This is an optimization exercise on Yosys and OpenROAD, whose aim is small area, not a production implementation.
Where RTL was checked, it was by simulation tests only, not by an equivalence proof against the original.
Only the layout flow was run in runs 2 and 3; the RTL was not checked for function there.
No activity file was given, so power comes from the tool's default toggle rates.

==> flow/run.sh <==
#!/bin/bash
# synth_recipe.tcl (not shown) runs the flow's synth.tcl, then flattens the netlist and writes it again
# the make line also repeats each setting of config.mk as NAME=value (left out here)
make -C /OpenROAD-flow-scripts/flow DESIGN_CONFIG=/design/flow/config.mk WORK_HOME=/design/flow/orfs CLKGATE_MAP_FILE= SYNTH_SCRIPT=/design/flow/synth_recipe.tcl finish
==> flow/config.mk <==
export PLATFORM = sky130hd
export DESIGN_NAME = la_top
export DESIGN_NICKNAME = la_top
export VERILOG_FILES = /design/flow/design.v
export SDC_FILE = /design/flow/constraint.sdc
export NUM_CORES = 4
export LEC_CHECK = 0
export CAP_MARGIN = 20
export CELL_PAD_IN_SITES_DETAIL_PLACEMENT = 1
export CELL_PAD_IN_SITES_GLOBAL_PLACEMENT = 2
export CORE_MARGIN = 2
export CORE_UTILIZATION = 30
export PLACE_DENSITY = 0.4
export SLEW_MARGIN = 20
export SYNTH_MEMORY_MAX_BITS = 16384
==> flow/constraint.sdc <==
create_clock -name core_clock -period 12.5 [get_ports {clk_80m}]
set_input_delay 2.5000 -clock core_clock [delete_from_list [all_inputs] [get_ports {clk_80m}]]
set_output_delay 2.5000 -clock core_clock [all_outputs]
set_load 0.01 [all_outputs]
==> flow/design.v <==
`timescale 1ns/1ps
package sump_pkg;
  localparam int clk_mhz    = 80;                
  localparam int div_w      = $clog2(clk_mhz);
  localparam int decade     = 10;                
  localparam int us_per_ms  = 1000;
  localparam int us_w       = 10;                
  localparam int dec_w      = 4;                 
  localparam int dec_stages = 4;
  localparam int ts_w       = us_w + dec_stages * dec_w;   
  localparam int ram_depth  = 256;
  localparam int ram_addr_w = 8;
  localparam int cnt_w      = ram_addr_w + 1;    
  localparam int word_w     = 32;
  localparam int adc_w      = 12;
  localparam int fsm_w      = 3;
  localparam int fsm_states = 2 ** fsm_w;
  localparam int tx_index_w = 8;
  localparam int op_w = 4;
  typedef enum logic [op_w-1:0] {
    op_nop       = 4'd0,
    op_arm       = 4'd1,
    op_stop      = 4'd2,
    op_src_dig   = 4'd3,
    op_src_ana   = 4'd4,
    op_rd_status = 4'd5,
    op_rd_time   = 4'd6
  } lb_opcode_t;
  typedef enum logic [1:0] {st_idle = 2'd0, st_armed = 2'd1, st_done = 2'd2} cap_state_t;
  typedef enum logic {src_dig = 1'b0, src_ana = 1'b1} src_sel_t;
  typedef enum logic {rdsel_status = 1'b0, rdsel_time = 1'b1} rd_sel_t;
  localparam int dig_fault_bit    = 0;
  localparam int dig_good_bit     = 1;
  localparam int dig_onehot_lsb   = 2;           
  localparam int dig_cadence_bit  = 10;
  localparam int dig_waveform_bit = 11;
  localparam int dig_receive_bit  = 12;
  localparam int dig_index_lsb    = 24;
  localparam int ch_id_w                = 4;
  localparam logic [ch_id_w-1:0] adc_ch_id = 4'd0;
  localparam int ana_id_lsb = 28;
  localparam int ana_a_lsb  = 12;
  localparam int ana_b_lsb  = 0;
  localparam int stat_state_lsb = 0;
  localparam int stat_src_bit   = 2;
  localparam int stat_count_lsb = 8;
  localparam int cw_w     = 25;
  localparam int cw_src   = 24;
  localparam int dfsm_lsb = 2;
  localparam int didx_lsb = 16;
endpackage
`timescale 1ns/1ps
import sump_pkg::*;
module time_base (
  input  logic            clk_80m,
  input  logic            arst_n,
  output logic            tick,        
  output logic            pre_tick,    
  output logic [ts_w-1:0] timestamp    
);
  logic [div_w-1:0]      div_cnt;
  logic [us_w-1:0]       us_cnt;
  logic [dec_w-1:0]      dec_cnt [dec_stages];   
  logic [dec_stages-1:0] carry;                  
  logic [dec_stages-1:0] wrap;                   
  logic                  us_wrap;
  assign pre_tick = (div_cnt == div_w'(clk_mhz - 1));
  always_ff @(posedge clk_80m or negedge arst_n) begin
    if (!arst_n) begin
      div_cnt <= '0;
      tick    <= 1'b0;
    end else begin
      tick <= pre_tick;
      if (pre_tick) begin
        div_cnt <= '0;
      end else begin
        div_cnt <= div_cnt + 1'b1;
      end
    end
  end
  assign us_wrap = tick && (us_cnt == us_w'(us_per_ms - 1));   
  always_comb begin
    for (int i = 0; i < dec_stages; i++) begin
      wrap[i] = carry[i] && (dec_cnt[i] == dec_w'(decade - 1));
    end
  end
  always_ff @(posedge clk_80m or negedge arst_n) begin
    if (!arst_n) begin
      us_cnt  <= '0;
      carry   <= '0;
      for (int i = 0; i < dec_stages; i++) begin
        dec_cnt[i] <= '0;
      end
    end else begin
      if (tick) begin
        us_cnt <= us_wrap ? '0 : us_cnt + 1'b1;
      end
      carry <= {wrap[dec_stages-2:0], us_wrap};   
      for (int i = 0; i < dec_stages; i++) begin
        if (carry[i]) begin
          dec_cnt[i] <= wrap[i] ? '0 : dec_cnt[i] + 1'b1;
        end
      end
    end
  end
  always_comb begin
    timestamp[us_w-1:0] = us_cnt;
    for (int i = 0; i < dec_stages; i++) begin
      timestamp[us_w + i*dec_w +: dec_w] = dec_cnt[i];
    end
  end
endmodule
`timescale 1ns/1ps
import sump_pkg::*;
module probe_format (
  input  logic                  clk_80m,
  input  logic                  pre_tick,      
  input  logic                  psu_fault,
  input  logic                  psu_good,
  input  logic [fsm_w-1:0]      psu_fsm,
  input  logic                  tx_cadence,
  input  logic                  tx_waveform,
  input  logic                  tx_receive,
  input  logic [tx_index_w-1:0] tx_index,
  input  logic [adc_w-1:0]      adc_a,
  input  logic [adc_w-1:0]      adc_b,
  input  logic                  src_sel,
  output logic [cw_w-1:0]       sample_cw      
);
  logic [cw_w-1:0] dig_cw;
  logic [cw_w-1:0] ana_cw;
  always_comb begin
    dig_cw                          = '0;
    dig_cw[dig_fault_bit]           = psu_fault;
    dig_cw[dig_good_bit]            = psu_good;
    dig_cw[dfsm_lsb +: fsm_w]       = psu_fsm;
    dig_cw[dig_cadence_bit]         = tx_cadence;
    dig_cw[dig_waveform_bit]        = tx_waveform;
    dig_cw[dig_receive_bit]         = tx_receive;
    dig_cw[didx_lsb +: tx_index_w]  = tx_index;
  end
  assign ana_cw = {1'b1, adc_a, adc_b};
  always_ff @(posedge clk_80m) begin
    if (pre_tick) begin
      sample_cw <= (src_sel == src_ana) ? ana_cw : dig_cw;
    end
  end
endmodule
`timescale 1ns/1ps
import sump_pkg::*;
module capture_ctrl (
  input  logic                  clk_80m,
  input  logic                  arst_n,
  input  logic                  tick,          
  input  logic                  arm,           
  input  logic                  stop,          
  input  logic [ram_addr_w-1:0] rot,           
  output logic [1:0]            state,
  output logic [cnt_w-1:0]      wr_count,      
  output logic                  pend_vld,      
  output logic [ram_addr_w-1:0] pend_addr,
  output logic                  ins_en,        
  output logic [1:0]            ins_row
);
  logic                  wr_go;   
  logic [ram_addr_w-1:0] ins_pos;
  assign wr_go = (state == st_armed) && tick && !arm && !stop;
  always_ff @(posedge clk_80m or negedge arst_n) begin
    if (!arst_n) begin
      state    <= st_idle;
      wr_count <= '0;
    end else if (arm) begin
      wr_count <= '0;
      state    <= st_armed;
    end else if (stop) begin
      state <= st_idle;
    end else if (wr_go) begin
      wr_count <= wr_count + 1'b1;
      if (wr_count == cnt_w'(ram_depth - 1)) begin
        state <= st_done;
      end
    end
  end
  assign ins_pos = pend_addr + ~rot;
  assign ins_en  = pend_vld && (ins_pos[5:0] == 6'd0);
  assign ins_row = ins_pos[7:6];
  always_ff @(posedge clk_80m or negedge arst_n) begin
    if (!arst_n) begin
      pend_vld  <= 1'b0;
      pend_addr <= '0;
    end else if (wr_go) begin
      pend_vld  <= 1'b1;
      pend_addr <= wr_count[ram_addr_w-1:0];
    end else if (ins_en) begin
      pend_vld  <= 1'b0;
    end
  end
endmodule
`timescale 1ns/1ps
import sump_pkg::*;
module capture_ram (
  input  logic                    clk_80m,
  input  logic                    ins_en,
  input  logic [1:0]              ins_row,    
  input  logic [cw_w-1:0]         ins_data,
  input  logic [ram_addr_w-2:0]   rd_idx,     
  output logic [cw_w-1:0]         rd_data     
);
  logic [ram_depth-1:0][cw_w-1:0] ring;
  always_ff @(posedge clk_80m) begin
    for (int p = 0; p < ram_depth; p++) begin
      if (p % 64 == 0 && ins_en && ins_row == 2'(p / 64)) begin
        ring[p] <= ins_data;
      end else begin
        ring[p] <= ring[(p + 1) % ram_depth];
      end
    end
  end
  always_comb begin
    rd_data = ring[{rd_idx, 1'b0}];
  end
endmodule
`timescale 1ns/1ps
import sump_pkg::*;
module lb_regs (
  input  logic                  clk_80m,
  input  logic                  arst_n,
  input  logic                  lb_cs_ctrl,
  input  logic                  lb_cs_data,
  input  logic                  lb_wr,
  input  logic                  lb_rd,
  input  logic [word_w-1:0]     lb_wr_d,
  output logic [word_w-1:0]     lb_rd_d,
  output logic                  lb_rd_rdy,    
  input  logic [ts_w-1:0]       timestamp,
  output logic                  arm,          
  output logic                  stop,         
  output logic                  src_sel,      
  input  logic [1:0]            state,
  input  logic [cnt_w-1:0]      wr_count,
  input  logic [ram_addr_w-1:0] rot,          
  output logic [ram_addr_w-2:0] rd_idx,       
  input  logic [cw_w-1:0]       rd_data,      
  input  logic                  pend_vld,
  input  logic [ram_addr_w-1:0] pend_addr,
  input  logic [cw_w-1:0]       pend_data
);
  logic [op_w-1:0]       opcode;
  logic                  ctrl_wr;
  logic                  ctrl_rd;
  logic                  data_wr;
  logic                  data_rd;
  logic                  rd_sel;       
  logic [ram_addr_w-1:0] rd_ptr;
  logic [ram_addr_w-1:0] rd_pos;       
  logic [word_w-1:0]     status_word;
  logic [word_w-1:0]     ctrl_word;
  logic                  byp;          
  logic                  byp_eff;
  logic [cw_w-1:0]       mem_cw;       
  logic                  rd_vld_p1;    
  logic                  late_p1;      
  logic                  byp_p1;
  logic [ts_w-1:0]       hold_p1;      
  logic                  hold_dig;     
  logic [ts_w-1:0]       out_v;
  logic                  out_dig;
  assign ctrl_wr = lb_cs_ctrl && lb_wr;
  assign ctrl_rd = lb_cs_ctrl && lb_rd;
  assign data_wr = lb_cs_data && lb_wr;
  assign data_rd = lb_cs_data && lb_rd;
  assign opcode  = lb_wr_d[op_w-1:0];
  always_ff @(posedge clk_80m or negedge arst_n) begin
    if (!arst_n) begin
      arm     <= 1'b0;
      stop    <= 1'b0;
      src_sel <= src_dig;
      rd_sel  <= rdsel_status;
    end else begin
      arm  <= 1'b0;   
      stop <= 1'b0;
      if (ctrl_wr) begin
        case (opcode)
          op_nop:       ;
          op_arm:       arm     <= 1'b1;
          op_stop:      stop    <= 1'b1;
          op_src_dig:   src_sel <= src_dig;
          op_src_ana:   src_sel <= src_ana;
          op_rd_status: rd_sel  <= rdsel_status;
          op_rd_time:   rd_sel  <= rdsel_time;
          default:      ;   
        endcase
      end
    end
  end
  always_ff @(posedge clk_80m or negedge arst_n) begin
    if (!arst_n) begin
      rd_ptr <= '0;
    end else if (data_wr) begin
      rd_ptr <= lb_wr_d[ram_addr_w-1:0];
    end else if (data_rd) begin
      rd_ptr <= rd_ptr + 1'b1;   
    end
  end
  always_comb begin
    status_word                             = '0;
    status_word[stat_state_lsb +: 2]        = state;
    status_word[stat_src_bit]               = src_sel;
    status_word[stat_count_lsb +: cnt_w]    = wr_count;
  end
  assign ctrl_word = (rd_sel == rdsel_time) ? word_w'(timestamp) : status_word;
  assign rd_pos  = rd_ptr - rot;
  assign rd_idx  = rd_pos[ram_addr_w-1:1];
  assign byp     = pend_vld && (pend_addr == rd_ptr);
  assign byp_eff = late_p1 ? byp_p1 : byp;
  assign mem_cw  = byp_eff ? pend_data : rd_data;
  always_ff @(posedge clk_80m or negedge arst_n) begin
    if (!arst_n) begin
      rd_vld_p1 <= 1'b0;
      late_p1   <= 1'b0;
      byp_p1    <= 1'b0;
      lb_rd_rdy <= 1'b0;
    end else begin
      rd_vld_p1 <= ctrl_rd || data_rd;
      late_p1   <= data_rd && rd_pos[0];
      byp_p1    <= byp;
      lb_rd_rdy <= rd_vld_p1;
    end
  end
  always_ff @(posedge clk_80m) begin
    if (ctrl_rd) begin
      hold_p1  <= ctrl_word[ts_w-1:0];
      hold_dig <= 1'b0;
    end else begin
      hold_p1  <= ts_w'(mem_cw[cw_src-1:0]);
      hold_dig <= !mem_cw[cw_src];
    end
  end
  assign out_v   = late_p1 ? ts_w'(mem_cw[cw_src-1:0]) : hold_p1;
  assign out_dig = late_p1 ? !mem_cw[cw_src] : hold_dig;
  always_ff @(posedge clk_80m) begin
    if (out_dig) begin
      lb_rd_d                                  <= '0;
      lb_rd_d[dig_fault_bit]                   <= out_v[dig_fault_bit];
      lb_rd_d[dig_good_bit]                    <= out_v[dig_good_bit];
      lb_rd_d[dig_onehot_lsb +: fsm_states]    <= fsm_states'(1) << out_v[dfsm_lsb +: fsm_w];
      lb_rd_d[dig_cadence_bit]                 <= out_v[dig_cadence_bit];
      lb_rd_d[dig_waveform_bit]                <= out_v[dig_waveform_bit];
      lb_rd_d[dig_receive_bit]                 <= out_v[dig_receive_bit];
      lb_rd_d[dig_index_lsb +: tx_index_w]     <= out_v[didx_lsb +: tx_index_w];
    end else begin
      lb_rd_d <= word_w'(out_v);
    end
  end
endmodule
`timescale 1ns/1ps
import sump_pkg::*;
module la_top (
  input  logic                  clk_80m,
  input  logic                  arst_n,
  input  logic                  lb_cs_ctrl,
  input  logic                  lb_cs_data,
  input  logic                  lb_wr,
  input  logic                  lb_rd,
  input  logic [word_w-1:0]     lb_wr_d,
  output logic [word_w-1:0]     lb_rd_d,
  output logic                  lb_rd_rdy,
  input  logic                  psu_fault,
  input  logic                  psu_good,
  input  logic [fsm_w-1:0]      psu_fsm,
  input  logic                  tx_cadence,
  input  logic                  tx_waveform,
  input  logic                  tx_receive,
  input  logic [tx_index_w-1:0] tx_index,
  input  logic [adc_w-1:0]      adc_a,
  input  logic [adc_w-1:0]      adc_b
);
  logic                  tick;          
  logic                  pre_tick;
  logic [ts_w-1:0]       timestamp;
  logic [cw_w-1:0]       sample_cw;
  logic                  arm;
  logic                  stop;
  logic                  src_sel;
  logic [1:0]            state;
  logic [cnt_w-1:0]      wr_count;
  logic [ram_addr_w-1:0] rot;
  logic                  pend_vld;
  logic [ram_addr_w-1:0] pend_addr;
  logic                  ins_en;
  logic [1:0]            ins_row;
  logic [ram_addr_w-2:0] rd_idx;
  logic [cw_w-1:0]       rd_data;
  always_ff @(posedge clk_80m or negedge arst_n) begin
    if (!arst_n) begin
      rot <= '0;
    end else begin
      rot <= rot + 1'b1;
    end
  end
  time_base i_time_base (
    .clk_80m   (clk_80m),
    .arst_n    (arst_n),
    .tick      (tick),
    .pre_tick  (pre_tick),
    .timestamp (timestamp)
  );
  probe_format i_probe_format (
    .clk_80m     (clk_80m),
    .pre_tick    (pre_tick),
    .psu_fault   (psu_fault),
    .psu_good    (psu_good),
    .psu_fsm     (psu_fsm),
    .tx_cadence  (tx_cadence),
    .tx_waveform (tx_waveform),
    .tx_receive  (tx_receive),
    .tx_index    (tx_index),
    .adc_a       (adc_a),
    .adc_b       (adc_b),
    .src_sel     (src_sel),
    .sample_cw   (sample_cw)
  );
  capture_ctrl i_capture_ctrl (
    .clk_80m   (clk_80m),
    .arst_n    (arst_n),
    .tick      (tick),
    .arm       (arm),
    .stop      (stop),
    .rot       (rot),
    .state     (state),
    .wr_count  (wr_count),
    .pend_vld  (pend_vld),
    .pend_addr (pend_addr),
    .ins_en    (ins_en),
    .ins_row   (ins_row)
  );
  capture_ram i_capture_ram (
    .clk_80m  (clk_80m),
    .ins_en   (ins_en),
    .ins_row  (ins_row),
    .ins_data (sample_cw),
    .rd_idx   (rd_idx),
    .rd_data  (rd_data)
  );
  lb_regs i_lb_regs (
    .clk_80m    (clk_80m),
    .arst_n     (arst_n),
    .lb_cs_ctrl (lb_cs_ctrl),
    .lb_cs_data (lb_cs_data),
    .lb_wr      (lb_wr),
    .lb_rd      (lb_rd),
    .lb_wr_d    (lb_wr_d),
    .lb_rd_d    (lb_rd_d),
    .lb_rd_rdy  (lb_rd_rdy),
    .timestamp  (timestamp),
    .arm        (arm),
    .stop       (stop),
    .src_sel    (src_sel),
    .state      (state),
    .wr_count   (wr_count),
    .rot        (rot),
    .rd_idx     (rd_idx),
    .rd_data    (rd_data),
    .pend_vld   (pend_vld),
    .pend_addr  (pend_addr),
    .pend_data  (sample_cw)
  );
endmodule
==> results of run 1 <==
-- flip-flops by register name (all words and copies together) (netlist names), 2 cells and up --
name and flops:
i_lb_regs.hold_p1 26, i_capture_ram.ring 6400, i_capture_ctrl.pend_addr 8, i_time_base.div_cnt 7
i_probe_format.sample_cw 25, i_time_base.carry 4, i_capture_ctrl.wr_count 9, i_time_base.dec_cnt 16
rot 8, i_capture_ctrl.state 2, i_lb_regs.lb_rd_d 32, i_time_base.us_cnt 10
i_lb_regs.rd_ptr 8
-- path summary, 6_finish.rpt --
path / startpoint / end / slack [ns] / cells past startpoint
max: i_lb_regs.rd_ptr[0] / i_lb_regs.lb_rd_d[5] / 5.48 / 13
min reg2reg: i_capture_ram.ring[1733] / i_capture_ram.ring[1708] / 0.31 / 0
max in group asynchronous: arst_n / i_lb_regs.src_sel / 9.76 / 2
min: i_capture_ram.ring[1733] / i_capture_ram.ring[1708] / 0.31 / 0
min in group asynchronous: arst_n / i_time_base.us_cnt[1] / 1.45 / 1
max reg2reg: i_lb_regs.rd_ptr[0] / i_lb_regs.lb_rd_d[5] / 5.48 / 13
-- synthesized netlist by cell type, types with 13 or more instances --
cell	number
buf_4	42
a22oi_1	31
mux2_2	135
nor4_1	36
buf_2	160
o22ai_1	59
and2_1	13
a311oi_1	28
o211ai_1	16
o21ai_0	108
mux4_2	598
nand2b_1	31
nand2_1	890
a31oi_1	58
and3_1	39
inv_1	29
mux2i_1	235
ha_1	29
a21oi_1	87
edfxtp_1	25
dfrtp_1	82
xnor2_1	21
a221oi_1	30
dfxtp_1	6459
nand4_1	81
buf_6	14
nand3_1	353
buf_1	43
nor3_1	54
clkbuf_1	140
nor2_1	146
xor2_1	20
a32oi_1	63
-- through the flow --
stage	cell area, um^2	hold WS (ns)	power, mW	setup WS [ns]	util
finish	198000	0.309	46.9	5.48	0.362
global placement	174000	0.309	26.8	5.30	0.319
CTS	198000	0.302	47.9	5.30	0.362
global route	198000	0.316	48.9	5.12	0.362
detailed placement	174000	0.313	26.8	5.29	0.319
floorplan	164000	0.310	24.2	8.44	-
-- cell families after synthesis --
logic type                 after synthesis  share of synthesized area
DFF                                   6566                      0.804
adders and majority gates               31                    0.00245
AOI/OAI and AO/OA                      623                     0.0267
buffers and inverters                  429                     0.0126
and+or+nand+nor                       1699                     0.0460
xor gates and xnor gates                43                    0.00245
muxes                                  968                      0.106
-- routing by layer --
layer | track usage | up-vias
li1 | - | 36800
met1 | 0.212 | 40400
met2 | 0.249 | 1269
met3 | 0.0236 | 748
met4 | 0.0455 | 2
met5 | 0 | -
-- critical path, stage by stage, from the launching register on --
cell,delay [ns]
dfrtp_1,0.43
inv_1,0.12
ha_1,0.21
fa_4,1.26
buf_12,0.50
buf_4,0.75
nand2_1,0.72
o221a_2,0.51
a31o_2,0.23
o31ai_1,0.52
or2_2,0.25
o21a_1,0.77
or2_1,0.29
o221ai_1,0.14
-- power groups by stage --
stage                     clock network, mW  registers, mW  logic [mW]
final                                  20.8           21.2        4.90
after global routing                   22.4           21.2        5.31
after CTS                              21.6           21.2        5.20
after detailed placement                  0           21.6        5.19
after global placement                    0           21.6        5.19
after floorplan                           0           21.5        2.61
-- final cells by class --
cell class | count | area (um^2) | share of cell area
Sequential cell | 6566 | 132000 | 0.669
Timing Repair Buffer | 242 | 2290 | 0.0116
Clock buffer | 1074 | 21400 | 0.109
Clock inverter | 193 | 2120 | 0.0107
Tap cell | 7234 | 9050 | 0.0458
Inverter | 30 | 113 | 0.000570
Antenna cell | 17 | 42.5 | 0.000215
Multi-Input combinational cell | 3364 | 30400 | 0.154
==> reports/results.ini, run 1 <==
[layout]
area_delta_synth_final_pct=20.3
instances_no_fill=18700
drive_gt1_frac=0.181
final_common_cell=dfxtp_1
nets=11000
final_cell_mix=dfxtp_1, nand2_1, clkbuf_16
num-fill-cells=54400

[floorplanning]
die-area_mm2=0.554
core_mm2=0.545
ios=111
die_width_um=744
start_util=0.301
row_count=271
die_y_um=744

[route]
first_pass_iters=4
vias=79300
route.detailed.drc=0
routed_via_density=4.24
totalWireLength_um=428000
wl_met1_um=204000
dr_wl_met3_um=14900
dr.max_layer_used=met5
wl_per_cell_um=22.8
drt_iter0_markers=3333
wl_met2_um=196000
ant_nets=0

[worst_setup_path]
critPathKind=flip-flop to flip-flop
worst-endpoint-arrival_ns=7.92
endpoint_kind=flip-flop
path_max_fanout=52
required_ns=13.40
cp-start-kind=flip-flop

[clock_network]
cts_resized=0
clkSinkCount=6566
cts_buffers=695
clk_path_buf_depth=4
root_buffer=clkbuf_16
cts_tree=yes
htree_levels=6
worstSkewPairLatency_ns=1.06
cts_hold_buf=0
cts_setup_buffers=0
path_clk_slew_ns=0.06

[synthesis]
netlist_instances=10400
async_flop_share=0.0125
synth_top_cells_by_area=dfxtp_1, mux4_2, nand2_1, mux2i_1, dfrtp_1
synth_seq_area_share=0.804
yosysWarnings=7
synth_edf_count=25
ys_ff_latch=6566
yosysTopAreaCell=dfxtp_1
synth_top_area_share=0.787
syn_avg_cell_area_um2=15.9
synth_cell_types=83
ys.flop_type=dfxtp_1
synth_area_mm2=0.164
syn-num-nets=10500

[run]
maxCapViolations=0

[global_route]
antenna_found_initial=55
grt_pass1_wl_um=624000
grt_overflow_total=0
grt_max_degree=136
grt_pass1_vias=88600
grt_usage=0.153

[place]
gp_congestion=0.706
dp_cells=17400
port_buffers=86
dpl.hpwl_um=258000

[timing]
skew_ns=0.0304
finalSetupViolations=0
period_share=0.562
worstMarginPinSlew_ns=1.19
slew_viol_final=0
fin_crit_ns=7.02
rsz0062_at_grt=no
slew-limit-headroom=0.207
fmax_mhz=142
fin_tns_setup_ns=0
hold_violations=0

[power]
pwr-share-comb=0.105
p_int_mw=34.9
powerDensity_mw_per_mm2=237
seqPwrFrac=0.452
switching_share=0.255
peakVddDrop_mv=0.183
leakagePower_nw=75.6
switchingPower_mw=11.9
clkPwrFrac=0.444

[run_status]
status=finished clean

[min_path]
hold_class=flip-flop to flip-flop

==> inputs of run 2 (changes only) <==
--- a/flow/design.v
+++ b/flow/design.v
@@ -216,10 +216,47 @@
       end
     end
   end
-  always_comb begin
-    rd_data = ring[{rd_idx, 1'b0}];
+  logic [ram_depth/2-1:0] rd_hot;
+  assign rd_hot = (ram_depth/2)'(1) << rd_idx;
+  for (genvar b = 0; b < cw_w; b++) begin : g_rd
+    logic [ram_depth/2-1:0] col;
+    for (genvar i = 0; i < ram_depth / 2; i++) begin : g_col
+      assign col[i] = ring[2 * i][b];
+    end
+    rd_slice i_rd_slice (
+      .d   (col),
+      .sel (rd_hot),
+      .y   (rd_data[b])
+    );
   end
 endmodule
+module rd_slice (
+  input  logic [ram_depth/2-1:0] d,
+  input  logic [ram_depth/2-1:0] sel,
+  output logic                   y
+);
+  localparam int n3 = ram_depth / 2 / 3;   
+  logic [n3:0] grp_n;
+  for (genvar g = 0; g < n3; g++) begin : g_aoi
+    rd_aoi3 i_aoi (.d(d[3*g +: 3]), .sel(sel[3*g +: 3]), .y_n(grp_n[g]));
+  end
+  rd_aoi2 i_aoi_last (.d(d[3*n3 +: 2]), .sel(sel[3*n3 +: 2]), .y_n(grp_n[n3]));
+  assign y = ~&grp_n;
+endmodule
+module rd_aoi3 (
+  input  logic [2:0] d,
+  input  logic [2:0] sel,
+  output logic       y_n
+);
+  assign y_n = ~|(d & sel);
+endmodule
+module rd_aoi2 (
+  input  logic [1:0] d,
+  input  logic [1:0] sel,
+  output logic       y_n
+);
+  assign y_n = ~|(d & sel);
+endmodule
 `timescale 1ns/1ps
 import sump_pkg::*;
 module lb_regs (
@@ -265,6 +302,8 @@
   logic                  hold_dig;     
   logic [ts_w-1:0]       out_v;
   logic                  out_dig;
+  logic [ts_w-1:0]       rd_v;         
+  logic                  rd_dig;       
   assign ctrl_wr = lb_cs_ctrl && lb_wr;
   assign ctrl_rd = lb_cs_ctrl && lb_rd;
   assign data_wr = lb_cs_data && lb_wr;
@@ -339,17 +378,21 @@
   assign out_v   = late_p1 ? ts_w'(mem_cw[cw_src-1:0]) : hold_p1;
   assign out_dig = late_p1 ? !mem_cw[cw_src] : hold_dig;
   always_ff @(posedge clk_80m) begin
-    if (out_dig) begin
-      lb_rd_d                                  <= '0;
-      lb_rd_d[dig_fault_bit]                   <= out_v[dig_fault_bit];
-      lb_rd_d[dig_good_bit]                    <= out_v[dig_good_bit];
-      lb_rd_d[dig_onehot_lsb +: fsm_states]    <= fsm_states'(1) << out_v[dfsm_lsb +: fsm_w];
-      lb_rd_d[dig_cadence_bit]                 <= out_v[dig_cadence_bit];
-      lb_rd_d[dig_waveform_bit]                <= out_v[dig_waveform_bit];
-      lb_rd_d[dig_receive_bit]                 <= out_v[dig_receive_bit];
-      lb_rd_d[dig_index_lsb +: tx_index_w]     <= out_v[didx_lsb +: tx_index_w];
+    rd_v   <= out_v;
+    rd_dig <= out_dig;
+  end
+  always_comb begin
+    if (rd_dig) begin
+      lb_rd_d                                  = '0;
+      lb_rd_d[dig_fault_bit]                   = rd_v[dig_fault_bit];
+      lb_rd_d[dig_good_bit]                    = rd_v[dig_good_bit];
+      lb_rd_d[dig_onehot_lsb +: fsm_states]    = fsm_states'(1) << rd_v[dfsm_lsb +: fsm_w];
+      lb_rd_d[dig_cadence_bit]                 = rd_v[dig_cadence_bit];
+      lb_rd_d[dig_waveform_bit]                = rd_v[dig_waveform_bit];
+      lb_rd_d[dig_receive_bit]                 = rd_v[dig_receive_bit];
+      lb_rd_d[dig_index_lsb +: tx_index_w]     = rd_v[didx_lsb +: tx_index_w];
     end else begin
-      lb_rd_d <= word_w'(out_v);
+      lb_rd_d = word_w'(rd_v);
     end
   end
 endmodule
--- a/flow/config.mk
+++ b/flow/config.mk
@@ -9,7 +9,12 @@
 export CELL_PAD_IN_SITES_DETAIL_PLACEMENT = 1
 export CELL_PAD_IN_SITES_GLOBAL_PLACEMENT = 2
 export CORE_MARGIN = 2
-export CORE_UTILIZATION = 30
-export PLACE_DENSITY = 0.4
+export CORE_UTILIZATION = 50
+export CTS_BUF_LIST = sky130_fd_sc_hd__clkbuf_8
+export CTS_CLUSTER_DIAMETER = 60
+export CTS_CLUSTER_SIZE = 16
+export PLACE_DENSITY = 0.6
 export SLEW_MARGIN = 20
+export SYNTH_HIERARCHICAL = 1
 export SYNTH_MEMORY_MAX_BITS = 16384
+export SYNTH_MINIMUM_KEEP_SIZE = 0
==> run 2 against run 1 <==
Still clean on timing, DRC and antenna. Clock power is 53% lower. Sequential cell count is 5 lower. Fmax is 1.3% higher. Critical endpoint is now i_lb_regs.hold_p1[19]. Largest power group unchanged.
==> reports/results.ini, run 2 <==
[floorplanning]
ios=111  ; unchanged
die_width_um=555  ; -25%
row_count=202  ; -25%
die_y_um=555  ; -25%
die-area_mm2=0.308  ; -44%
start_util=0.502  ; +0.201
core_mm2=0.302  ; -45%

[clock_network]
clkSinkCount=6561  ; -0.076%
worstSkewPairLatency_ns=1.16  ; +0.10 ns
cts_tree=yes
cts_buffers=460  ; -34%
path_clk_slew_ns=0.10  ; +0.04 ns
cts_hold_buf=0  ; unchanged
cts_setup_buffers=0  ; unchanged
cts_resized=0  ; unchanged
root_buffer=clkbuf_8
clk_path_buf_depth=4  ; unchanged
htree_levels=5  ; -1

[timing]
fmax_mhz=144  ; +1.3%
fin_tns_setup_ns=0  ; unchanged
skew_ns=0.0771  ; +0.0467 ns
finalHoldWorstSlack_ns=0.283  ; -0.0259 ns
period_share=0.555  ; -0.00717
worstMarginPinSlew_ns=1.28  ; +0.0993 ns
hold_violations=0  ; unchanged
slew-limit-headroom=0.144  ; -0.0633
slew_viol_final=0  ; unchanged
fin_crit_ns=6.93  ; -0.0896 ns
rsz0062_at_grt=no
finalSetupViolations=0  ; unchanged

[layout]
stdcell_area_mm2=0.167  ; -15%
regMostFlops=i_capture_ram.ring
drive_gt1_frac=0.116  ; -0.0648
final_common_cell=dfxtp_1
top_regs=i_capture_ram.ring: 6400 flops, i_lb_regs.hold_p1: 26 flops, i_lb_regs.rd_v: 26 flops
area_delta_synth_final_pct=10.2
instances_no_fill=13800  ; -26%
nets=9801  ; -11%
largest_register_ffs=6400  ; unchanged
final_util=0.553  ; +0.191
final_cell_mix=dfxtp_1, a222oi_1, clkbuf_8

[worst_setup_path]
critPathKind=flip-flop to flip-flop
cp-start-kind=flip-flop
required_ns=13.51  ; +0.11 ns
r2r_slack_ns=5.57  ; +0.09 ns
worst-endpoint-arrival_ns=7.94  ; +0.02 ns
endpoint_kind=flip-flop
path_max_fanout=18  ; -65%

[synthesis]
synth_area_mm2=0.152  ; -7.7%
synth_seq_area_share=0.870  ; +0.0660
syn_avg_cell_area_um2=17.0  ; +6.9%
ys.flop_type=dfxtp_1
netlist_instances=8948  ; -14%
ys_top_cells_by_count=dfxtp_1, a222oi_1, nand4_1
yosysMostFrequentCell=dfxtp_1
ys_ff_latch=6561  ; -0.076%
synth_edf_count=25  ; unchanged
synth_top_cells_by_area=dfxtp_1, a222oi_1, dfrtp_1, nand4_1, mux2_2
async_flop_share=0.0125  ; about the same
yosysTopAreaCell=dfxtp_1
yosysWarnings=13  ; +6
synth_top_area_share=0.852  ; +0.0646
synth_cell_types=79  ; -4.8%
syn-num-nets=9056  ; -13%

[route]
totalWireLength_um=427000  ; about the same
ant_nets=0  ; unchanged
routed_via_density=5.55  ; +31%
vias=76600  ; -3.4%
first_pass_iters=10  ; +6
route.detailed.drc=0  ; unchanged
drt_iter0_markers=8734  ; +160%
wl_per_cell_um=31.0  ; +36%

[global_route]
grt_pass1_vias=79700  ; -10%
grt_pass1_wl_um=596000  ; -4.5%
grt_max_degree=55  ; -60%
antenna_found_initial=48  ; -13%
grt_usage=0.273  ; +0.120
grt_overflow_total=0  ; unchanged

[place]
gp_congestion=0.817  ; +16%
dp_cells=13200  ; -24%
placed_area_mm2=0.160  ; -8.1%
port_buffers=86  ; unchanged
dpl.hpwl_um=270000  ; +4.9%

[run]
maxCapViolations=0  ; unchanged

[power]
leakagePower_nw=63.9  ; -15%
powerDensity_mw_per_mm2=188  ; -21%
peakVddDrop_mv=0.130  ; -29%

[run_status]
status=finished clean

[min_path]
hold_class=flip-flop to flip-flop

run 2: area by class of cell:
cell class                      count  area, um^2
Inverter                           38         143
Timing Repair Buffer              360        2910
Tap cell                         3978        4980
Multi-Input combinational cell   2272       19800
Antenna cell                       29        72.6
Sequential cell                  6561      132000
Clock inverter                     78         701
Clock buffer                      481        6620
Fill cell                       27300      135000
run 2: metrics by stage:
stage / power, mW / setup WS (ns)
after floorplan: 21.7 / 7.36
after global placement: 22.1 / 5.35
after detailed placement: 22.1 / 5.42
after CTS: 31.8 / 5.39
after global routing: 32.6 / 5.34
final: 31.5 / 5.57
run 2: critical path, cell delays in order, from the launching register on:
cell and delay [ns]:
dfrtp_1 0.46, inv_1 0.11, ha_1 0.23, inv_1 0.07
fa_1 0.40, a21o_1 0.18, a21oi_1 0.27, o21bai_1 0.10
a21oi_1 0.24, xnor2_2 0.14, buf_4 0.23, nand4bb_1 0.74
nor2_4 0.05, buf_4 0.25, buf_4 0.24, a222oi_1 0.60
nand4_1 0.64, nor4_2 1.11, nand3_1 0.32, mux2i_1 0.26
o21ai_1 0.07
run 2: cells by family after synthesis:
logic type,Yosys count,synth area share
simple gates,791,0.0298
buf+inv,115,0.00394
xor+xnor,46,0.00275
fa+ha+maj,30,0.00257
flops,6561,0.870
mux,183,0.0134
compound gates,1222,0.0774
run 2: report_power, final:
| part | internal, mW | switching [mW] |
|---|---|---|
| sequential | 20.9 | 0.0195 |
| combinational | 0.146 | 0.563 |
| clock | 3.64 | 6.22 |
run 2: per-module statistics from Yosys (local to each module, per instance), excerpt:
module / cells inside / copies in the design / flip-flops and latches / area (um^2)
capture_ctrl: 113 / 1 / 20 / 1170
capture_ram: 6710 / 1 / 6400 / 130000
la_top: 24 / 1 / 8 / 317
lb_regs: 422 / 1 / 70 / 3790
probe_format: 52 / 1 / 25 / 1070
rd_aoi2: 1 / 25 / 0 / 12.5
rd_slice: 15 / 25 / 0 / 90.1
run 2: final timing paths:
path / depth (start not counted) / from / end
worst min-delay path: 0 / i_capture_ram.ring[4790] / i_capture_ram.ring[4765]
worst max register to register: 20 / i_lb_regs.rd_ptr[0] / i_lb_regs.hold_p1[19]
worst min register to register: 0 / i_capture_ram.ring[4790] / i_capture_ram.ring[4765]
max in group asynchronous: 2 / arst_n / i_lb_regs.late_p1
min in group asynchronous: 1 / arst_n / i_time_base.div_cnt[2]
worst max-delay path: 20 / i_lb_regs.rd_ptr[0] / i_lb_regs.hold_p1[19]
run 2: metal layers:
metal	vias to the layer above	wire (um)	global-route usage
li1	34100	-	-
met4	10	16100	0.0977
met1	39600	185000	0.370
met5	-	63	0
met2	2219	201000	0.448
met3	580	25400	0.0384
==> inputs of run 3 (changes only) <==
--- a/flow/config.mk
+++ b/flow/config.mk
@@ -10,9 +10,9 @@
 export CELL_PAD_IN_SITES_GLOBAL_PLACEMENT = 2
 export CORE_MARGIN = 2
 export CORE_UTILIZATION = 50
-export CTS_BUF_LIST = sky130_fd_sc_hd__clkbuf_8
-export CTS_CLUSTER_DIAMETER = 60
-export CTS_CLUSTER_SIZE = 16
+export CTS_BUF_LIST = sky130_fd_sc_hd__clkbuf_16
+export CTS_CLUSTER_DIAMETER = 80
+export CTS_CLUSTER_SIZE = 24
 export PLACE_DENSITY = 0.6
 export SLEW_MARGIN = 20
 export SYNTH_HIERARCHICAL = 1
==> run 3 against run 2 <==
Clock skew down 0.034 ns. Power up 3.8%. Sequential power about the same. Global-route usage about the same. Critical path type unchanged. Largest cell class unchanged.
==> reports/results.ini, run 3 <==
[synthesis]
syn_avg_cell_area_um2=17.0  ; unchanged
synth_edf_count=25  ; unchanged
synth_top_cells_by_area=dfxtp_1, a222oi_1, dfrtp_1, nand4_1, mux2_2
synth_seq_area_share=0.870  ; unchanged
ys_top_cells_by_count=dfxtp_1, a222oi_1, nand4_1
yosysMostFrequentCell=dfxtp_1
synth_area_mm2=0.152  ; unchanged
synth_top_area_share=0.852  ; unchanged
netlist_instances=8948  ; unchanged
ys.flop_type=dfxtp_1
yosysWarnings=13  ; unchanged
synth_cell_types=79  ; unchanged
async_flop_share=0.0125  ; unchanged
syn-num-nets=9056  ; unchanged
ys_ff_latch=6561  ; unchanged
yosysTopAreaCell=dfxtp_1

[layout]
final-seq-area_mm2=0.132  ; unchanged
final_common_cell=dfxtp_1
nets=9656  ; -1.5%
multi_input_area_mm2=0.0198  ; unchanged
area_delta_synth_final_pct=11.1
final_cell_mix=dfxtp_1, a222oi_1, clkbuf_16
num-fill-cells=27100  ; -0.92%
largest_register_ffs=6400  ; unchanged
regMostFlops=i_capture_ram.ring
instances_no_fill=13600  ; -1.5%
drive_gt1_frac=0.100  ; -0.0162
top_regs=i_capture_ram.ring: 6400 flops, i_lb_regs.hold_p1: 26 flops, i_lb_regs.rd_v: 26 flops

[worst_setup_path]
crit_buf_inv=4  ; -1
endpoint_kind=flip-flop
max_stage_delay_ns=1.01  ; -0.10 ns
crit_family=simple AND/OR/NAND/NOR gates
worst-endpoint-arrival_ns=7.74  ; -0.20 ns
critPathKind=flip-flop to flip-flop
required_ns=13.29  ; -0.22 ns
critPathMostFrequentCell=a21oi_1
crit_chain=inv_1, ha_1, inv_1, fa_1, a21o_1, a21oi_1, o21bai_1, a21oi_1, xnor2_2, buf_4, or4b_1, nor2_4, buf_4, a222oi_1, nand4_1, nor4_2, nand3_1, mux2i_1, a21oi_1
path_max_fanout=25  ; +7
crit_slowest_cell=nor4_2
cp-start-kind=flip-flop

[place]
dp_cells=13200  ; unchanged
dpl.hpwl_um=270000  ; unchanged
dp_slack_ns=5.42  ; unchanged
port_buffers=86  ; unchanged
gp_congestion=0.817  ; unchanged

[clock_network]
worstSkewPairLatency_ns=0.94  ; -0.22 ns
cts_resized=0  ; unchanged
clk_path_buf_depth=4  ; unchanged
clkSinkCount=6561  ; unchanged
htree_levels=5  ; unchanged
cts_hold_buf=0  ; unchanged
path_clk_slew_ns=0.09  ; about the same
cts_tree=yes
cts_buffers=315  ; -32%
root_buffer=clkbuf_16
cts_setup_buffers=0  ; unchanged

[route]
first_pass_iters=10  ; unchanged
wl_per_cell_um=31.4  ; +1.5%
drt_iter0_markers=9163  ; +4.9%
vias=76000  ; -0.82%
route.detailed.drc=0  ; unchanged
totalWireLength_um=428000  ; about the same
ant_nets=0  ; unchanged
routed_via_density=5.59  ; +0.65%

[timing]
fin_crit_ns=6.95  ; +0.0192 ns
fmax_mhz=144  ; -0.28%
period_share=0.556  ; +0.00153
skew_ns=0.0431  ; -0.0341 ns
worstMarginPinSlew_ns=1.28  ; -0.00817 ns
rsz0062_at_grt=no
fin_tns_setup_ns=0  ; unchanged
finalHoldWorstSlack_ns=0.313  ; +0.0297 ns
hold_violations=0  ; unchanged
worst_slack_ns=5.55  ; -0.0192 ns
finalSetupViolations=0  ; unchanged
slew_viol_final=0  ; unchanged
slew-limit-headroom=0.141  ; -0.00240

[power]
power_mw=32.7  ; +3.8%
peakVddDrop_mv=0.130  ; -0.38%
powerDensity_mw_per_mm2=194  ; +3.0%
leakagePower_nw=64.3  ; +0.62%

[global_route]
met3_usage=0.0384  ; unchanged
grt_overflow_total=0  ; unchanged
grt_usage=0.273  ; about the same
antenna_found_initial=55  ; +15%
grt_max_degree=55  ; unchanged
grt_pass1_vias=78900  ; -1.0%
met2_usage=0.444  ; -0.00366
grt.busiest_layer=met2
grt_pass1_wl_um=595000  ; -0.29%
met1_usage=0.369  ; -0.00145

[floorplanning]
core_mm2=0.302  ; unchanged
die_y_um=555  ; unchanged
die-area_mm2=0.308  ; unchanged
start_util=0.502  ; unchanged
ios=111  ; unchanged
row_count=202  ; unchanged
die_width_um=555  ; unchanged

[min_path]
hold_class=flip-flop to flip-flop

[run_status]
status=finished clean

[run]
maxCapViolations=0  ; unchanged

-- run 3: cell counts after synthesis --
Identical to the previous run, type by type.
-- run 3: stage by stage --
step / utilization / cell area, um^2
finish: 0.558 / 169000
global route: 0.557 / 169000
detailed placement: 0.529 / 160000
CTS: 0.557 / 168000
floorplan: - / 152000
global placement: 0.529 / 160000
-- run 3: final cells by class --
class | instances | share of cell area
Antenna cell | 19 | 0.000282
Clock buffer | 330 | 0.0490
Clock inverter | 38 | 0.00227
Inverter | 38 | 0.000846
Multi-Input combinational cell | 2272 | 0.118
Sequential cell | 6561 | 0.783
Tap cell | 3978 | 0.0295
Timing Repair Buffer | 360 | 0.0172
-- run 3: worst register-to-register path: cells and delay by family (launching register included) --
| kind | cells | cell delay [ns] |
|---|---|---|
| buffers and inverters | 4 | 0.70 |
| and+or+nand+nor | 5 | 2.99 |
| muxes | 1 | 0.30 |
| AOI/OAI and AO/OA | 6 | 1.58 |
| xor gates and xnor gates | 1 | 0.14 |
| DFF | 1 | 0.46 |
| adders and majority gates | 2 | 0.63 |
-- run 3: Yosys stat by module, one instance, submodules excluded, excerpt --
module / area (um^2) / times used / cells inside
capture_ram: 130000 / 1 / 6710
la_top: 317 / 1 / 24
rd_aoi2: 12.5 / 25 / 1
lb_regs: 3790 / 1 / 422
rd_slice: 90.1 / 25 / 15
rd_aoi3: 10.0 / 1050 / 1
capture_ctrl: 1170 / 1 / 113
-- run 3: metal layers --
layer,wire length (um),vias up
li1,-,33900
met1,184000,39400
met2,198000,2122
met3,25900,586
met4,19700,14
met5,91,-
-- run 3: cells by family after synthesis --
logic type | Yosys count | share of synthesized area
compound gates | 1222 | 0.0774
flops | 6561 | 0.870
mux | 183 | 0.0134
fa+ha+maj | 30 | 0.00257
simple gates | 791 | 0.0298
buf+inv | 115 | 0.00394
xor+xnor | 46 | 0.00275
-- run 3: path summary, 6_finish.rpt --
| path | startpoint | to | slack, ns | cells after the start |
|---|---|---|---|---|
| setup / recovery | i_lb_regs.rd_ptr[0] | i_lb_regs.rd_v[5] | 5.55 | 19 |
| hold / removal | i_capture_ram.ring[5695] | i_capture_ram.ring[5670] | 0.31 | 0 |
| setup reg to reg | i_lb_regs.rd_ptr[0] | i_lb_regs.rd_v[5] | 5.55 | 19 |
| hold reg to reg | i_capture_ram.ring[5695] | i_capture_ram.ring[5670] | 0.31 | 0 |
| max in group asynchronous | arst_n | i_lb_regs.byp_p1 | 9.75 | 2 |
| min in group asynchronous | arst_n | i_time_base.div_cnt[5] | 1.52 | 1 |
-- run 3: where the power goes --
group	internal, mW	switching (mW)	leakage (nW)
Sequential	20.9	0.0195	53.3
Clock	4.80	6.26	4.28
Combinational	0.146	0.563	6.73
Total	25.9	6.85	64.3
==> inputs of run 4 (changes only) <==
--- a/flow/design.v
+++ b/flow/design.v
@@ -204,6 +204,8 @@
   input  logic [1:0]              ins_row,    
   input  logic [cw_w-1:0]         ins_data,
   input  logic [ram_addr_w-2:0]   rd_idx,     
+  input  logic                    byp,        
+  input  logic [cw_w-1:0]         byp_data,
   output logic [cw_w-1:0]         rd_data     
 );
   logic [ram_depth-1:0][cw_w-1:0] ring;
@@ -216,13 +218,15 @@
       end
     end
   end
-  logic [ram_depth/2-1:0] rd_hot;
-  assign rd_hot = (ram_depth/2)'(1) << rd_idx;
+  localparam int n_in = ram_depth / 2 + 1;   
+  logic [n_in-1:0] rd_hot;
+  assign rd_hot = byp ? {1'b1, (ram_depth/2)'(0)} : n_in'(1) << rd_idx;
   for (genvar b = 0; b < cw_w; b++) begin : g_rd
-    logic [ram_depth/2-1:0] col;
+    logic [n_in-1:0] col;
     for (genvar i = 0; i < ram_depth / 2; i++) begin : g_col
       assign col[i] = ring[2 * i][b];
     end
+    assign col[n_in-1] = byp_data[b];
     rd_slice i_rd_slice (
       .d   (col),
       .sel (rd_hot),
@@ -231,16 +235,15 @@
   end
 endmodule
 module rd_slice (
-  input  logic [ram_depth/2-1:0] d,
-  input  logic [ram_depth/2-1:0] sel,
-  output logic                   y
+  input  logic [ram_depth/2:0] d,
+  input  logic [ram_depth/2:0] sel,
+  output logic                 y
 );
-  localparam int n3 = ram_depth / 2 / 3;   
-  logic [n3:0] grp_n;
+  localparam int n3 = (ram_depth / 2 + 1) / 3;   
+  logic [n3-1:0] grp_n;
   for (genvar g = 0; g < n3; g++) begin : g_aoi
     rd_aoi3 i_aoi (.d(d[3*g +: 3]), .sel(sel[3*g +: 3]), .y_n(grp_n[g]));
   end
-  rd_aoi2 i_aoi_last (.d(d[3*n3 +: 2]), .sel(sel[3*n3 +: 2]), .y_n(grp_n[n3]));
   assign y = ~&grp_n;
 endmodule
 module rd_aoi3 (
@@ -250,13 +253,6 @@
 );
   assign y_n = ~|(d & sel);
 endmodule
-module rd_aoi2 (
-  input  logic [1:0] d,
-  input  logic [1:0] sel,
-  output logic       y_n
-);
-  assign y_n = ~|(d & sel);
-endmodule
 `timescale 1ns/1ps
 import sump_pkg::*;
 module lb_regs (
@@ -277,10 +273,10 @@
   input  logic [cnt_w-1:0]      wr_count,
   input  logic [ram_addr_w-1:0] rot,          
   output logic [ram_addr_w-2:0] rd_idx,       
+  output logic                  rd_byp,       
   input  logic [cw_w-1:0]       rd_data,      
   input  logic                  pend_vld,
-  input  logic [ram_addr_w-1:0] pend_addr,
-  input  logic [cw_w-1:0]       pend_data
+  input  logic [ram_addr_w-1:0] pend_addr
 );
   logic [op_w-1:0]       opcode;
   logic                  ctrl_wr;
@@ -352,7 +348,8 @@
   assign rd_idx  = rd_pos[ram_addr_w-1:1];
   assign byp     = pend_vld && (pend_addr == rd_ptr);
   assign byp_eff = late_p1 ? byp_p1 : byp;
-  assign mem_cw  = byp_eff ? pend_data : rd_data;
+  assign rd_byp  = byp_eff;
+  assign mem_cw  = rd_data;
   always_ff @(posedge clk_80m or negedge arst_n) begin
     if (!arst_n) begin
       rd_vld_p1 <= 1'b0;
@@ -434,6 +431,7 @@
   logic [1:0]            ins_row;
   logic [ram_addr_w-2:0] rd_idx;
   logic [cw_w-1:0]       rd_data;
+  logic                  rd_byp;
   always_ff @(posedge clk_80m or negedge arst_n) begin
     if (!arst_n) begin
       rot <= '0;
@@ -483,6 +481,8 @@
     .ins_row  (ins_row),
     .ins_data (sample_cw),
     .rd_idx   (rd_idx),
+    .byp      (rd_byp),
+    .byp_data (sample_cw),
     .rd_data  (rd_data)
   );
   lb_regs i_lb_regs (
@@ -506,6 +506,6 @@
     .rd_data    (rd_data),
     .pend_vld   (pend_vld),
     .pend_addr  (pend_addr),
-    .pend_data  (sample_cw)
+    .rd_byp     (rd_byp)
   );
 endmodule
--- a/flow/config.mk
+++ b/flow/config.mk
@@ -9,11 +9,11 @@
 export CELL_PAD_IN_SITES_DETAIL_PLACEMENT = 1
 export CELL_PAD_IN_SITES_GLOBAL_PLACEMENT = 2
 export CORE_MARGIN = 2
-export CORE_UTILIZATION = 50
-export CTS_BUF_LIST = sky130_fd_sc_hd__clkbuf_16
-export CTS_CLUSTER_DIAMETER = 80
-export CTS_CLUSTER_SIZE = 24
-export PLACE_DENSITY = 0.6
+export CORE_UTILIZATION = 55
+export CTS_BUF_LIST = sky130_fd_sc_hd__clkbuf_8
+export CTS_CLUSTER_DIAMETER = 45
+export CTS_CLUSTER_SIZE = 20
+export PLACE_DENSITY = 0.65
 export SLEW_MARGIN = 20
 export SYNTH_HIERARCHICAL = 1
 export SYNTH_MEMORY_MAX_BITS = 16384
==> run 4 against run 3 <==
Clock skew up 0.021 ns. Largest cell class unchanged. Non-clock buffer count down 47. Via count up 2.0%. Sequential cell count unchanged. Utilization up 6.9 points. Die area down 9.4%. Routed wire length down 1.5%. Clock power up 18%. Register-to-register slack worse by 0.13 ns. Still clean. Setup slack worse by 0.13 ns. Critical path depth down 3. Final area up 1.6%.
==> reports/results.ini, run 4 <==
[worst_setup_path]
r2r_cells=16  ; -3
max_stage_delay_ns=0.95  ; -0.06 ns
crit_chain=inv_1, ha_1, nor2b_4, o211ai_1, a21boi_1, o41ai_1, xnor2_1, or2_4, buf_4, nor3_2, buf_4, a222oi_1, nand4_1, nor4_2, nand3_1, mux2_2
worst-endpoint-arrival_ns=8.13  ; +0.39 ns
endpoint_kind=flip-flop
critPathKind=flip-flop to flip-flop
crit_slowest_cell=a222oi_1
critPathMostFrequentCell=buf_4
crit_path_start=rot[1]
required_ns=13.55  ; +0.26 ns
r2r_slack_ns=5.42  ; -0.13 ns
path_max_fanout=48  ; +92%
r2r-start=rot[1]
cp-start-kind=flip-flop
r2r-end=i_lb_regs.rd_v[5]

[global_route]
grt_max_degree=63  ; +15%
grt_pass1_vias=80600  ; +2.1%
antenna_found_initial=50  ; -9.1%
grt_pass1_wl_um=588000  ; -1.0%
grt_usage=0.297  ; +0.0237
grt_overflow_total=0  ; unchanged

[floorplanning]
start_util=0.553  ; +0.0509
row_count=192  ; -5.0%
core_mm2=0.273  ; -9.6%
die_y_um=528  ; -4.8%
ios=111  ; unchanged
die-area_mm2=0.279  ; -9.4%
die_width_um=528  ; -4.8%

[timing]
skew_ns=0.0637  ; +0.0207 ns
fmax_mhz=141  ; -1.8%
finalSetupViolations=0  ; unchanged
worstMarginPinSlew_ns=1.29  ; +0.0136 ns
period_share=0.567  ; +0.0105
hold_violations=0  ; unchanged
slew-limit-headroom=0.140  ; -0.00122
fin_crit_ns=7.08  ; +0.131 ns
slew_viol_final=0  ; unchanged
fin_tns_setup_ns=0  ; unchanged
rsz0062_at_grt=no

[layout]
drive_gt1_frac=0.150  ; +0.0499
stdcell_area_mm2=0.171  ; +1.6%
nets=9771  ; +1.2%
area_delta_synth_final_pct=13.3
regMostFlops=i_capture_ram.ring
final_common_cell=dfxtp_1
largest_register_ffs=6400  ; unchanged
final_cell_mix=dfxtp_1, a222oi_1, clkbuf_8
top_regs=i_capture_ram.ring: 6400 flops, i_lb_regs.hold_p1: 26 flops, i_lb_regs.rd_v: 26 flops

[route]
vias=77400  ; +2.0%
totalWireLength_um=421000  ; -1.5%
ant_nets=0  ; unchanged
routed_via_density=5.63  ; +0.77%
first_pass_iters=8  ; -2
drt_iter0_markers=9461  ; +3.3%
route.detailed.drc=0  ; unchanged
wl_per_cell_um=30.6  ; -2.6%

[power]
power_mw=34.6  ; +5.9%
powerDensity_mw_per_mm2=202  ; +4.2%
leakagePower_nw=66.0  ; +2.6%
peakVddDrop_mv=0.137  ; +5.6%

[clock_network]
cts_setup_buffers=0  ; unchanged
worstSkewPairLatency_ns=1.20  ; +0.26 ns
clkSinkCount=6561  ; unchanged
cts_tree=yes
cts_resized=0  ; unchanged
htree_levels=6  ; +1
path_clk_slew_ns=0.09  ; about the same
cts_hold_buf=0  ; unchanged
cts_buffers=548  ; +74%
root_buffer=clkbuf_8
clk_path_buf_depth=4  ; unchanged

[synthesis]
async_flop_share=0.0125  ; unchanged
ys.flop_type=dfxtp_1
synth_area_mm2=0.151  ; -0.38%
syn_avg_cell_area_um2=17.0  ; +0.41%
synth_edf_count=25  ; unchanged
ys_ff_latch=6561  ; unchanged
yosysMostFrequentCell=dfxtp_1
netlist_instances=8877  ; -0.79%
synth_cell_types=74  ; -6.3%
syn-num-nets=8985  ; -0.78%
yosysWarnings=13  ; unchanged
synth_top_cells_by_area=dfxtp_1, a222oi_1, dfrtp_1, nand4_1, mux2_2
ys_top_cells_by_count=dfxtp_1, a222oi_1, nand4_1
yosysTopAreaCell=dfxtp_1
synth_top_area_share=0.855  ; +0.00326
synth_seq_area_share=0.873  ; +0.00334

[run_status]
status=finished clean

[place]
dpl.hpwl_um=255000  ; -5.5%
port_buffers=86  ; unchanged
gp_congestion=0.827  ; +1.3%
placed_area_mm2=0.159  ; -0.74%

[min_path]
worstHoldEndpoint=i_capture_ram.ring[5701]
hold_class=flip-flop to flip-flop
hold_start=i_capture_ram.ring[5726]
holdPathStages=0  ; unchanged

[run]
maxCapViolations=0  ; unchanged

==> run 4: cell types whose count changed after synthesis, moves of 13 or more <==
cell / before / now
a21oi_1: 50 / 14
a22oi_2: 25 / 0
nor3_1: 76 / 89
nor2_1: 132 / 101
nand2_1: 60 / 81
mux2i_1: 53 / 15
nand3_1: 63 / 78
a222oi_1: 1050 / 1075
o21ai_0: 28 / 41
mux2_2: 118 / 143
==> run 4: layout make-up <==
| type | instances | area [um^2] |
|---|---|---|
| Clock buffer | 622 | 8560 |
| Multi-Input combinational cell | 2200 | 19500 |
| Fill cell | 23900 | 102000 |
| Antenna cell | 60 | 150 |
| Sequential cell | 6561 | 132000 |
| Timing Repair Buffer | 313 | 2550 |
| Clock inverter | 372 | 3870 |
| Tap cell | 3589 | 4490 |
| Inverter | 39 | 146 |
==> run 4: critical path, delay by kind of cell (launching register included) <==
kind	cells	cell delay (ns)
compound gates	4	1.35
xor+xnor	1	0.61
fa+ha+maj	1	0.29
buf+inv	3	1.08
flops	1	0.52
mux	1	0.47
simple gates	6	2.56
==> run 4: worst max-delay path by stage <==
stage / to
after floorplan: i_lb_regs.rd_v[0]
after detailed placement: i_lb_regs.rd_v[22]
final: i_lb_regs.rd_v[5]
after CTS: i_lb_regs.rd_v[9]
after global routing: i_lb_regs.rd_v[22]
after global placement: i_lb_regs.rd_v[2]
==> run 4: cells by family (layout without fill, tap and decap cells) <==
group,Yosys count,count (layout),share of synthesized area
flip-flops,6561,6561,0.873
AND/OR/NAND/NOR,776,776,0.0291
XOR/XNOR,43,43,0.00249
other,0,60,0
adder cells (fa/ha/maj),30,30,0.00258
buffers and inverters,116,1346,0.00376
AO/OA/AOI/OAI,1180,1180,0.0757
multiplexers,171,171,0.0129
==> run 4: per-layer routing <==
layer	track usage	vias to the layer above	routed length, um
li1	-	34500	-
met4	0.124	6	17300
met1	0.406	39800	180000
met3	0.0407	631	27100
met2	0.476	2568	197000
met5	0	-	54
==> run 4: power breakdown <==
| part | internal, mW | switching (mW) |
|---|---|---|
| Clock | 5.83 | 7.27 |
| Combinational | 0.115 | 0.496 |
| Sequential | 20.9 | 0.0111 |
==> run 4: Yosys stat by module (local to each module, per instance) <==
module / times used / area (um^2) / flip-flops and latches / cells inside
rd_slice: 25 / 90.1 / 0 / 15
la_top: 1 / 317 / 8 / 24
capture_ram: 1 / 130000 / 6400 / 6701
lb_regs: 1 / 3340 / 70 / 360
probe_format: 1 / 1070 / 25 / 52
time_base: 1 / 1870 / 38 / 177
rd_aoi3: 1075 / 10.0 / 0 / 1
capture_ctrl: 1 / 1170 / 20 / 113
==> run 4: through the flow <==
step | setup WS [ns] | util | std cells | hold slack, ns
finish | 5.42 | 0.626 | 13800 | 0.297
global route | 5.36 | 0.626 | 13700 | 0.299
CTS | 5.45 | 0.626 | 13700 | 0.302
detailed placement | 5.48 | 0.580 | 12700 | 0.313
global placement | 5.39 | 0.580 | 12700 | 0.310
floorplan | 8.10 | - | 8877 | 0.310
==> inputs of run 5 (changes only) <==
--- a/flow/config.mk
+++ b/flow/config.mk
@@ -9,11 +9,11 @@
 export CELL_PAD_IN_SITES_DETAIL_PLACEMENT = 1
 export CELL_PAD_IN_SITES_GLOBAL_PLACEMENT = 2
 export CORE_MARGIN = 2
-export CORE_UTILIZATION = 55
+export CORE_UTILIZATION = 50
 export CTS_BUF_LIST = sky130_fd_sc_hd__clkbuf_8
-export CTS_CLUSTER_DIAMETER = 45
-export CTS_CLUSTER_SIZE = 20
-export PLACE_DENSITY = 0.65
+export CTS_CLUSTER_DIAMETER = 60
+export CTS_CLUSTER_SIZE = 16
+export PLACE_DENSITY = 0.6
 export SLEW_MARGIN = 20
 export SYNTH_HIERARCHICAL = 1
 export SYNTH_MEMORY_MAX_BITS = 16384
==> run 5 against run 4 <==
Power is 9.6% lower. Clock power is 25% lower. Sequential share of layout area is 2.2 points higher. Final area is 2.8% lower. Synthesized area stayed put. Non-clock buffer count is 24 higher. Register-to-register slack worse by 0.08 ns. Routed wire length is 0.57% higher. Largest cell class unchanged. Largest power group unchanged. Highest routed layer unchanged.
==> reports/results.ini, run 5 <==
[synthesis]
synth_top_cells_by_area=dfxtp_1, a222oi_1, dfrtp_1, nand4_1, mux2_2
synth_xor_area_frac=0.00249  ; unchanged
ys_ff_latch=6561  ; unchanged
netlist_instances=8877  ; unchanged
synth_edf_count=25  ; unchanged
synth_compound_area_frac=0.0757  ; unchanged
muxShareOfSynthArea=0.0129  ; unchanged
synth_cell_types=74  ; unchanged
ys_top_cells_by_count=dfxtp_1, a222oi_1, nand4_1
synth_fa_ha_area_frac=0.00258  ; unchanged
async_flop_share=0.0125  ; unchanged
syn_avg_cell_area_um2=17.0  ; unchanged
yosysWarnings=13  ; unchanged
synth_area_mm2=0.151  ; unchanged
synth_top_family_by_area=compound AO/OA/AOI/OAI gates
synth_top_area_share=0.855  ; unchanged
ys.flop_type=dfxtp_1
synth_seq_area_share=0.873  ; unchanged
yosysMostFrequentCell=dfxtp_1
yosysTopAreaCell=dfxtp_1
yosys.area_share.simple=0.0291  ; unchanged
syn-num-nets=8985  ; unchanged

[route]
totalWireLength_um=424000  ; +0.57%
vias=76000  ; -1.9%
route.detailed.drc=0  ; unchanged
ant_nets=0  ; unchanged
drt_iter0_markers=8759  ; -7.4%
routed_via_density=5.56  ; -1.2%
first_pass_iters=10  ; +2
wl_per_cell_um=31.0  ; +1.2%

[layout]
nets=9703  ; -0.70%
final_cell_mix=dfxtp_1, a222oi_1, clkbuf_8
instances_no_fill=13700  ; -0.67%
top_regs=i_capture_ram.ring: 6400 flops, i_lb_regs.hold_p1: 26 flops, i_lb_regs.rd_v: 26 flops
area_delta_synth_final_pct=10.2
regMostFlops=i_capture_ram.ring
drive_gt1_frac=0.114  ; -0.0358
largest_register_ffs=6400  ; unchanged
final_common_cell=dfxtp_1

[floorplanning]
die-area_mm2=0.307  ; +9.9%
die_width_um=554  ; +4.8%
die_y_um=554  ; +4.8%
row_count=201  ; +4.7%
ios=111  ; unchanged
start_util=0.503  ; -0.0495
core_mm2=0.300  ; +9.8%

[timing]
fin_tns_setup_ns=0  ; unchanged
finalSetupViolations=0  ; unchanged
skew_ns=0.0799  ; +0.0162 ns
finalHoldWorstSlack_ns=0.280  ; -0.0178 ns
fmax_mhz=140  ; -1.1%
slew-limit-headroom=0.0980  ; -0.0420
period_share=0.573  ; +0.00640
fin_crit_ns=7.16  ; +0.0800 ns
hold_violations=0  ; unchanged
rsz0062_at_grt=no
worstMarginPinSlew_ns=1.35  ; +0.0631 ns
slew_viol_final=0  ; unchanged

[clock_network]
cts_tree=yes
worstSkewPairLatency_ns=1.16  ; -0.04 ns
root_buffer=clkbuf_8
cts_hold_buf=0  ; unchanged
clkSinkCount=6561  ; unchanged
path_clk_slew_ns=0.10  ; about the same
cts_resized=0  ; unchanged
htree_levels=5  ; -1
clk_path_buf_depth=4  ; unchanged
cts_buffers=456  ; -17%
cts_setup_buffers=0  ; unchanged

[worst_setup_path]
crit_buf_inv=2  ; -1
worst-endpoint-arrival_ns=8.21  ; +0.08 ns
cp-start-kind=flip-flop
critPathKind=flip-flop to flip-flop
crit_slowest_cell=nor4_2
required_ns=13.55  ; about the same
critPathMostFrequentCell=buf_4
r2r_slack_ns=5.34  ; -0.08 ns
path_max_fanout=46  ; -4.2%
endpoint_kind=flip-flop
crit_family=simple AND/OR/NAND/NOR gates
max_stage_delay_ns=1.23  ; +0.28 ns
crit_chain=ha_1, nor2b_4, o211ai_1, a21boi_1, o41ai_1, xnor2_1, or2_4, buf_4, nor3_2, buf_4, a222oi_1, nand4_1, nor4_2, nand3_1, mux2_2

[power]
switching_share=0.214  ; -0.0106
switchingPower_mw=6.70  ; -14%
leakagePower_nw=63.5  ; -3.7%
p_int_mw=24.6  ; -8.4%
peakVddDrop_mv=0.117  ; -14%
pwr-share-comb=0.020  ; +0.002
seqPwrFrac=0.668  ; +0.064
clkPwrFrac=0.312  ; -0.066
power_mw=31.3  ; -9.6%
powerDensity_mw_per_mm2=188  ; -7.0%

[run_status]
status=finished clean

[place]
port_buffers=86  ; unchanged
dp_cells=13100  ; +3.1%
dpl.hpwl_um=261000  ; +2.2%
gp_congestion=0.811  ; -2.0%

[global_route]
grt_max_degree=47  ; -25%
grt_pass1_vias=79700  ; -1.1%
grt_usage=0.272  ; -0.0250
grt_overflow_total=0  ; unchanged
grt_pass1_wl_um=591000  ; +0.42%
antenna_found_initial=46  ; -8.0%

[run]
maxCapViolations=0  ; unchanged

[min_path]
hold_class=flip-flop to flip-flop

## run 5: cell families after synthesis
kind of cell             count (synthesis)
multiplexers                           171
flip-flops                            6561
AO/OA/AOI/OAI                         1180
AND/OR/NAND/NOR                        776
buffers and inverters                  116
XOR/XNOR                                43
adder cells (fa/ha/maj)                 30
## run 5: cell type report
type / count / area [um^2]
Fill cell: 27200 / 134000
Sequential cell: 6561 / 132000
Multi-Input combinational cell: 2200 / 19400
Clock buffer: 471 / 6480
Tap cell: 3958 / 4950
Timing Repair Buffer: 337 / 2730
Clock inverter: 66 / 648
Inverter: 39 / 146
Antenna cell: 32 / 80.1
## run 5: Yosys stat by module, one instance, submodules excluded
| module | cell area (um^2) | flops+latches |
|---|---|---|
| rd_aoi3 | 10.0 | 0 |
| rd_slice | 90.1 | 0 |
| lb_regs | 3340 | 70 |
| time_base | 1870 | 38 |
| la_top | 317 | 8 |
| capture_ctrl | 1170 | 20 |
| capture_ram | 130000 | 6400 |
| probe_format | 1070 | 25 |
## run 5: power groups by stage
| stage | sequential, mW | clock, mW | combinational, mW |
|---|---|---|---|
| after floorplan | 21.4 | 0 | 0.242 |
| after global placement | 21.4 | 0 | 0.603 |
| after detailed placement | 21.4 | 0 | 0.613 |
| after CTS | 20.9 | 10.0 | 0.614 |
| after global routing | 20.9 | 10.8 | 0.632 |
| final | 20.9 | 9.77 | 0.617 |
## run 5: layer usage
layer | vias to the layer above | GRT usage | wire (um)
li1 | 33800 | - | -
met1 | 39400 | 0.366 | 183000
met2 | 2181 | 0.440 | 197000
met3 | 623 | 0.0406 | 25400
met4 | 4 | 0.110 | 18200
met5 | - | 0 | 32
## run 5: worst register-to-register path: stages (launching register included)
cell and delay, ns:
dfrtp_1 0.54, ha_1 0.30, nor2b_4 0.13, o211ai_1 0.18, a21boi_1 0.12, o41ai_1 0.38
xnor2_1 0.33, or2_4 0.52, buf_4 0.71, nor3_2 0.09, buf_4 0.34, a222oi_1 0.61
nand4_1 0.61, nor4_2 1.24, nand3_1 0.52, mux2_2 0.43
## run 5: final timing paths
kind,cells after the start,to,from
max,15,i_lb_regs.rd_v[18],i_lb_regs.rd_ptr[1]
min,0,i_capture_ram.ring[4316],i_capture_ram.ring[4341]
max reg2reg,15,i_lb_regs.rd_v[18],i_lb_regs.rd_ptr[1]
min reg2reg,0,i_capture_ram.ring[4316],i_capture_ram.ring[4341]
max in group asynchronous,2,i_time_base.dec_cnt[1][3],arst_n
min in group asynchronous,1,i_lb_regs.rd_vld_p1,arst_n
## run 5: through the flow
stage,instance area (um^2),util,setup slack [ns]
floorplan,151000,-,8.10
global placement,159000,0.530,5.46
detailed placement,159000,0.530,5.28
CTS,166000,0.554,5.27
global route,166000,0.554,5.20
finish,166000,0.554,5.34

[separate check: timing with driven ports]
The results above use ideal ports. As a check the final layouts listed here were re-extracted and re-timed, cells and wires unchanged.
Step 1: set_driving_cell puts a clkbuf_16 on clk_80m and a buf_2 on each other input, an assumption about the parent block.
Step 2 times the ports against the registers' clock, not the clock port: input delays grow and output delays shrink by t, the midpoint of the rising clock arrivals with the driver on.
a / b / c = ideal / step 1 / step 2; a / b = the first two.
run	t, ns	slack for setup (ns)	worst hold slack (ns)	latest minus earliest clock arrival (ns)	cell pins on the clock port's net
run 1	1.165	5.478 / 5.478 / 5.478	0.309 / 0.309 / 0.309	0.032 / 0.032	1
run 2	1.217	5.568 / 5.568 / 5.568	0.283 / 0.283 / 0.283	0.084 / 0.084	1
run 3	1.022	5.549 / 5.549 / 5.549	0.313 / 0.313 / 0.313	0.048 / 0.047	1
run 4	1.276	5.418 / 5.418 / 5.418	0.297 / 0.297 / 0.297	0.069 / 0.069	1
run 5	1.218	5.338 / 5.338 / 5.338	0.280 / 0.280 / 0.280	0.081 / 0.080	1
After both steps every run listed still meets setup and hold.
